This is an optimization exercise on Yosys and OpenROAD, whose aim is small area, a short achievable clock period and few clock cycles, not a production implementation. The RTL was checked by simulation tests, not by an equivalence proof against the original design. Power figures rest on the tool's default switching activity, not on a simulated workload.

## run 1
Design mcs51_core, start of the top module:
module mcs51_core #(
  parameter int IRAM_SIZE = mcs51_pkg::IRAM_SIZE_DEFAULT
) (
  input  logic        clk,
  input  logic        reset_n,
  output logic [15:0] code_addr,
  input  logic [7:0]  code_rdata,
  output logic [7:0]  sfr_raddr,
  input  logic [7:0]  sfr_rdata,
  output logic [7:0]  sfr_waddr,
  output logic [7:0]  sfr_wdata,
  output logic        sfr_we
);
export LEC_CHECK = 0
export CAP_MARGIN = 20
export CORE_MARGIN = 2
export CORE_UTILIZATION = 40
export SLEW_MARGIN = 20
export SYNTH_HIERARCHICAL = 1
export SYNTH_MINIMUM_KEEP_SIZE = 0
create_clock -name core_clock -period 10.0 [get_ports {clk}]
standard.sh (not shown) runs the stock make flow with config.mk's settings and CLKGATE_MAP_FILE= SYNTH_SCRIPT=/design/flow/synth_recipe.tcl, a recipe that flattens the netlist after the stock synthesis.
==> flow/flow/run.sh <==
#!/bin/bash
# The standard ORFS layout with three changes: adders are left to ABC as plain
# gates (no full/half-adder cells, which ABC cannot restructure for speed),
# timing repair aims past the clock period (repair_timing's setup margin), and
# no gate cloning, which can leave an overloaded driver after the last design
# repair.
set -euo pipefail
bash standard.sh SETUP_SLACK_MARGIN=6.8 SKIP_GATE_CLONING=1 ADDER_MAP_FILE= finish > standard_flow.log 2>&1
Testbench counts of run 1, summed over its fixed seeds: cycles 39,651.
> inputs changed (run 1 -> run 2)
--- a/flow/flow/run.sh
+++ b/flow/flow/run.sh
@@ -7,2 +7,2 @@
 set -euo pipefail
-bash standard.sh SETUP_SLACK_MARGIN=6.8 SKIP_GATE_CLONING=1 ADDER_MAP_FILE= finish > standard_flow.log 2>&1
+bash standard.sh SETUP_SLACK_MARGIN=6.5 SKIP_GATE_CLONING=1 ADDER_MAP_FILE= finish > standard_flow.log 2>&1
==> results.txt <==
- Proportion of power drawn by the clock network in run 2 is 1.2 points above run 1.
- For the number of detailed-route iterations in the first pass, run 2 came in 1 lower than run 1 did.
- Comparing run 1 against run 2, there is no change at all in overall die width.
- Comparing portion of the clock cycle consumed by the worst path in the final layout for run 2 and run 1, the smaller number came from run 1.
- From run 1 to run 2 the numbers moved as follows: via count of the first global-routing pass went down about 1.7%, synthesis-to-layout area growth went down by 1.9 points, worst hold-check slack up 0.012 ns.
- Going from run 1 to run 2, the longest individual stage delay on the worst path was found to have gone up by 0.13 ns.
- Compared with run 1, run 2 is more frugal on power.
For run 3, these inputs were changed with respect to run 2:
Settings: CORE_UTILIZATION: 40 -> 45.
--- a/flow/flow/run.sh
+++ b/flow/flow/run.sh
@@ -7,2 +7,2 @@
 set -euo pipefail
-bash standard.sh SETUP_SLACK_MARGIN=6.5 SKIP_GATE_CLONING=1 ADDER_MAP_FILE= finish > standard_flow.log 2>&1
+bash standard.sh SETUP_SLACK_MARGIN=6.8 SKIP_GATE_CLONING=1 ADDER_MAP_FILE= finish > standard_flow.log 2>&1
[summary]
Summary: die area, run 3 better than run 2
Run 2 tops out at a lower clock frequency than run 3.
Run 2 consumes less power than run 3.
Comparing placed cell area for run 3 and run 2, the smaller number came from run 3.
Compared with run 2, in run 3 global-route wire length before repair moved up; adder and majority cell fraction of the synthesized area level; relative contribution of combinational cells to total power moved up; sequential share of layout area moved down.


Another version of the RTL of mcs51_core (not shown whole).
Size in the first run: roughly 3100 cells after synthesis, roughly 1200 flip-flops, roughly 52000 um2 of cells after synthesis.
Settings: LEC_CHECK=0, ABC_CLOCK_PERIOD_IN_PS=3500, CAP_MARGIN=20, CORE_MARGIN=2, CORE_UTILIZATION=40, SETUP_SLACK_MARGIN=5, SLEW_MARGIN=20; clock period 10.0 ns.
run.sh (not shown) runs the stock make flow with config.mk's settings and CLKGATE_MAP_FILE= SYNTH_SCRIPT=/design/flow/synth_recipe.tcl, a recipe that flattens the netlist after the stock synthesis.
Stock flow here: none of the scripts above is used.
Testbench counts at the start, summed over its fixed seeds: cycles 39,651.
==> next run, changes <==
==> flow/flow/run.sh (new file) <==
#!/bin/bash
# The standard ORFS layout, with timing repair aimed past the clock period
# (repair_timing's setup margin) so that the achieved period is shorter.
set -euo pipefail
bash standard.sh SETUP_SLACK_MARGIN=6.5 finish > standard_flow.log 2>&1
==> flow/standard.sh (new file) <==
#!/bin/bash
# synth_recipe.tcl (not shown) runs the flow's synth.tcl, then flattens the netlist and writes it again
# the make line also repeats each setting of config.mk as NAME=value (left out here)
make -C /OpenROAD-flow-scripts/flow DESIGN_CONFIG=/design/flow/config.mk WORK_HOME=/design/flow/orfs CLKGATE_MAP_FILE= SYNTH_SCRIPT=/design/flow/synth_recipe.tcl "${@:-finish}"
ABC_CLOCK_PERIOD_IN_PS = unset   (was 3500)
SETUP_SLACK_MARGIN = unset   (was 5)
removed: flow/run.sh
Result:
- synthesized area stays the same
- final area rises by 10%
- utilization climbs by 4.7 points
- global-route usage is higher by 3.1 points
- worst hold slack gets better by 0.026 ns
==> next run, changes <==
==> flow/run.sh (new file) <==
#!/bin/bash
# synth_recipe.tcl (not shown) runs the flow's synth.tcl, then flattens the netlist and writes it again
# the make line also repeats each setting of config.mk as NAME=value (left out here)
make -C /OpenROAD-flow-scripts/flow DESIGN_CONFIG=/design/flow/config.mk WORK_HOME=/design/flow/orfs CLKGATE_MAP_FILE= SYNTH_SCRIPT=/design/flow/synth_recipe.tcl finish
SETUP_SLACK_MARGIN = 5   (was unset)
removed: flow/flow/run.sh
removed: flow/standard.sh
After rerunning: Clock skew goes up by 0.0038 ns; non-clock buffer count goes down by 305; total power goes down by about 27%; die area stays the same; cell area goes down by 9.3%; routed wire length goes down by about 17%; synthesized cell count stays the same; global-route usage goes down by 3.1 points; fmax goes down by 5.1%; sequential share of layout area goes up by 5.5 points.


Setup of P:
mcs51_core, a different RTL version from the one above (not shown whole).
For scale: ~3000 cells after synthesis, about 1200 flip-flops, roughly 59 I/O pins, about 51000 µm² of cells after synthesis.
// mcs51_core
module mcs51_core #(
  parameter int IRAM_SIZE = mcs51_pkg::IRAM_SIZE_DEFAULT
) (
  input  logic        clk,
  input  logic        reset_n,
  output logic [15:0] code_addr,
  input  logic [7:0]  code_rdata,
  output logic [7:0]  sfr_raddr,
  input  logic [7:0]  sfr_rdata,
  output logic [7:0]  sfr_waddr,
  output logic [7:0]  sfr_wdata,
  output logic        sfr_we
);
==> flow/config.mk <==
export PLATFORM = sky130hd
export DESIGN_NAME = mcs51_core
export DESIGN_NICKNAME = mcs51_core
export VERILOG_FILES = /design/flow/design.v
export SDC_FILE = /design/flow/constraint.sdc
export NUM_CORES = 4
export LEC_CHECK = 0
export CAP_MARGIN = 20
export CORE_MARGIN = 2
export CORE_UTILIZATION = 40
export SLEW_MARGIN = 20
==> flow/constraint.sdc <==
create_clock -name core_clock -period 10.0 [get_ports {clk}]
set_input_delay 2.0000 -clock core_clock [delete_from_list [all_inputs] [get_ports {clk}]]
set_output_delay 2.0000 -clock core_clock [all_outputs]
set_load 0.01 [all_outputs]
standard.sh (not shown) runs the stock make flow with config.mk's settings and CLKGATE_MAP_FILE= SYNTH_SCRIPT=/design/flow/synth_recipe.tcl, a recipe that flattens the netlist after the stock synthesis.
==> flow/flow/run.sh <==
#!/bin/bash
# The standard ORFS layout, with timing repair aimed past the clock period
# (repair_timing's setup margin) so that the achieved period is shorter.
set -euo pipefail
bash standard.sh SETUP_SLACK_MARGIN=6.5 finish > standard_flow.log 2>&1
Testbench counts of P, summed over its fixed seeds: cycles 39,651.
The following lists how Q was set up differently from P:
Settings: putting SETUP_SLACK_MARGIN at 5 where nothing was set.
==> flow/run.sh (new file) <==
#!/bin/bash
# synth_recipe.tcl (not shown) runs the flow's synth.tcl, then flattens the netlist and writes it again
# the make line also repeats each setting of config.mk as NAME=value (left out here)
make -C /OpenROAD-flow-scripts/flow DESIGN_CONFIG=/design/flow/config.mk WORK_HOME=/design/flow/orfs CLKGATE_MAP_FILE= SYNTH_SCRIPT=/design/flow/synth_recipe.tcl finish
removed: flow/flow/run.sh
removed: flow/standard.sh
==> results.txt <==
Q leaves less setup margin than P.
| worst slew margin relative to its limit | lower: P |
Sequential share of layout area | Q above P
Detailed route, Q vs P: via total lower for Q
Looking at share of power burned in the clock network across Q and P, the one that comes out lower is P.
Of Q and P, it is Q that has the higher time the worst path needs with I/O delays and setup.
Compared with P, in Q total power shrank by 22%, initial DRC count shrank by 1192, met2 capacity usage during global routing shrank by 4.8 points.
Changes in R relative to Q:
Settings: a deleted SETUP_SLACK_MARGIN that had been 5.
[summary]
The via count reported for R is lower than the one for Q.
Changes observed in R relative to Q: routed wire length now smaller; relative slew slack higher.
Cmp R and Q / non-clock buffer count / higher: Q
Count of instances resized after the clock tree is built (R over Q): decrease, 27
In R the count of TritonRoute iterations in the first routing pass turned out 2 higher than in Q.
In the metrics for R and Q, the one carrying the lower post-route cell area is R.
R vs. Q: met2 wire length went down by 3.3 mm.

## static timing again, ports no longer ideal
In the flow no input, the clock included, has a driving cell. The finished layouts below were timed again as built, in two steps.
Step 1, drivers: a clkbuf_16 drives clk and a buf_2 each remaining input, both assumed.
Step 2 also shifts input and output timing later by t, the mid clock arrival at the registers, as if the neighbouring blocks saw the same clock.
Three values: no drivers, after step 1, after step 2; two values: the first two.
run | shift t [ns] | setup WS [ns] | worst hold slack (ns) | cell pins on the clock port's net
run 1 | 0.833 | 6.653 / 6.571 / 5.937 | 0.344 / 0.344 / 0.344 | 1
run 2 | 0.813 | 6.548 / 6.481 / 5.815 | 0.356 / 0.356 / 0.356 | 1
run 3 | 0.806 | 6.659 / 6.611 / 6.027 | 0.367 / 0.367 / 0.367 | 1
the first run of note 2 | 0.830 | 5.087 / 5.087 / 4.384 | 0.384 / 0.384 / 0.384 | 1
the second run of note 2 | 0.809 | 5.336 / 5.369 / 4.560 | 0.409 / 0.409 / 0.409 | 1
the third run of note 2 | 0.830 | 5.087 / 5.087 / 4.384 | 0.384 / 0.384 / 0.384 | 1
P | 0.812 | 5.637 / 5.637 / 5.468 | 0.406 / 0.406 / 0.406 | 1
Q | 0.776 | 5.096 / 5.096 / 4.518 | 0.470 / 0.470 / 0.470 | 1
R | 0.774 | 4.007 / 4.007 / 4.007 | 0.404 / 0.404 / 0.404 | 1
After both steps setup and hold are still met in every run listed. The setup slack of the second run of note 2, which loses most, moves by +0.033 ns with the drivers and by -0.776 ns with both steps.
